From an optimization exercise on the open Yosys and OpenROAD flow, aimed at small area, a short achievable clock period and few clock cycles per item; shortcuts taken in it are not production practice. Function was checked by simulation only, so behaviour that the tests miss may differ from the original. No activity file was given, so power comes from the tool's default toggle rates.

==> flow/design.v (excerpt) <==
module set_of_stacks_with_pop_at #(
   parameter int NUM_STACKS  = 8,
   parameter int STACK_DEPTH = 16,
   parameter int DATA_WIDTH  = 32
) (
   input  wire logic                  clock,
   input  wire logic                  reset,
   input  wire logic                  req_valid,
   output logic                       req_stall,
   input  wire logic [36:0]           req_data,
   output logic                       rsp_valid,
   input  wire logic                  rsp_stall,
   output logic      [38:0]           rsp_data,
   input  wire logic                  psel,
   input  wire logic                  penable,
   input  wire logic                  pwrite,
   input  wire logic [2:0]            paddr,
   input  wire logic [31:0]           pwdata,
   output logic      [31:0]           prdata,
   output logic                       pready
);
   logic [4:0] eff_cap, eff_cap_m2, cap_wdata;
   logic       cap_we;
   logic       accept, s1_hold;
   logic       all_empty, current_full;
   logic [7:0] top_stack;
   logic [15:0] top_pos;
   logic [127:0] push_sel;
   logic [1:0] status;
   logic [2:0] current_stack;
   assign req_stall = s1_hold;
   assign accept    = req_valid && !s1_hold && !reset;
   sos_csr u_csr (
      .clock    (clock),
      .reset    (reset),
      .psel     (psel),
      .penable  (penable),
      .pwrite   (pwrite),
      .paddr    (paddr),
      .pwdata   (pwdata),
      .prdata   (prdata),
      .pready   (pready),
      .eff_cap    (eff_cap),
      .eff_cap_m2 (eff_cap_m2),
      .cap_we     (cap_we),
      .cap_wdata  (cap_wdata)
   );
  ...
Size: about 8800 cells after synthesis, about 4200 flip-flops, about 150 I/O pins, roughly 160000 sq um of cells after synthesis.
clock: 8.0 ns
lec_check: 0
cap_margin: 20
core_margin: 2
core_utilization: 40
cts_cluster_diameter: 100
cts_cluster_size: 24
setup_slack_margin: 4.65
slew_margin: 20
tns_end_percent: 10
standard.sh (not shown) runs the stock make flow with config.mk's settings and CLKGATE_MAP_FILE= SYNTH_SCRIPT=/design/flow/synth_recipe.tcl, a recipe that flattens the netlist after the stock synthesis.
==> flow/flow/run.sh <==
#!/bin/bash
# The standard layout, with plain buffers (not delay buffers) on the ports.
set -euo pipefail
bash standard.sh "BUFFER_PORTS_ARGS=-buffer_cell sky130_fd_sc_hd__buf_4" finish > standard_flow.log 2>&1
Testbench counts at the start, summed over its fixed seeds: cycles 9,616, items 9,600.
Next try:
--- a/flow/config.mk
+++ b/flow/config.mk
@@ -13 +13 @@
-export SETUP_SLACK_MARGIN = 4.65
+export SETUP_SLACK_MARGIN = 4.5
@@ -15 +15 @@
-export TNS_END_PERCENT = 10
+export TNS_END_PERCENT = 5
Effect: Fmax drops by 4.3%. Critical path depth is unchanged. Cell area climbs by 0.45%. Setup slack is worse by 0.16 ns. Clock power is about the same. Total power climbs by 0.57%.

========
Another version of the RTL of set_of_stacks_with_pop_at (not shown whole).
Size in the first run: roughly 4200 flip-flops, about 0.16 mm² of cells after synthesis.
==> flow/config.mk <==
export PLATFORM = sky130hd
export DESIGN_NAME = set_of_stacks_with_pop_at
export DESIGN_NICKNAME = set_of_stacks_with_pop_at
export VERILOG_FILES = /design/flow/design.v
export SDC_FILE = /design/flow/constraint.sdc
export NUM_CORES = 4
export LEC_CHECK = 0
export CAP_MARGIN = 20
export CORE_MARGIN = 2
export CORE_UTILIZATION = 40
export CTS_CLUSTER_DIAMETER = 100
export CTS_CLUSTER_SIZE = 24
export SETUP_SLACK_MARGIN = 4.0
export SLEW_MARGIN = 20
export TNS_END_PERCENT = 5
==> flow/constraint.sdc <==
create_clock -name core_clock -period 8.0 [get_ports {clock}]
set_input_delay 1.6000 -clock core_clock [delete_from_list [all_inputs] [get_ports {clock}]]
set_output_delay 1.6000 -clock core_clock [all_outputs]
set_load 0.01 [all_outputs]
Scripts as last shown in full above: flow/flow/run.sh
Testbench counts at the start, summed over its fixed seeds: cycles 9,616, items 9,600.
Edit:
==> flow/run.sh (new file) <==
#!/bin/bash
# synth_recipe.tcl (not shown) runs the flow's synth.tcl, then flattens the netlist and writes it again
# the make line also repeats each setting of config.mk as NAME=value (left out here)
make -C /OpenROAD-flow-scripts/flow DESIGN_CONFIG=/design/flow/config.mk WORK_HOME=/design/flow/orfs CLKGATE_MAP_FILE= SYNTH_SCRIPT=/design/flow/synth_recipe.tcl finish
SETUP_SLACK_MARGIN = 3.5   (was 4.0)
removed: flow/flow/run.sh
removed: flow/standard.sh
The changed run finished with timing, DRC and antenna clean.
Register-to-register slack loses 0.35 ns.
Worst hold slack stays flat.
Power barely changes.
Routed wire length is about the same.
Global-route usage hardly moves.
Non-clock buffer count falls by 69.
Count of clock-buffer cells in the layout rises by 5.

-- re-timing with driven ports --
In the flow no input, the clock included, has a driving cell. The finished layouts below were timed again as built, in two steps.
Step 1: set_driving_cell puts a clkbuf_16 on clock and a buf_2 on each other input, an assumption about the parent block.
Step 2 moves the port delays by t, midway between the first and last clock arrival at a register: inputs arrive t later, outputs are due t later. That takes back most of the time a late clock gives input paths.
Three values: no drivers, after step 1, after step 2; two values: the first two.
| run | shift t [ns] | slack for setup (ns) | cell pins on the clock port's net |
|---|---|---|---|
| the first run of note 1 | 1.036 | 4.358 / 4.358 / 3.531 | 1 |
| the second run of note 1 | 1.054 | 4.195 / 4.195 / 3.435 | 1 |
| the first run of note 2 | 1.054 | 3.517 / 3.517 / 2.963 | 1 |
| the second run of note 2 | 1.058 | 3.081 / 3.152 / 2.094 | 1 |
After both steps setup and hold are still met in every run listed. For the second run of note 2, which loses most, drivers alone change the setup slack by +0.071 ns; drivers and shift together by -0.987 ns.
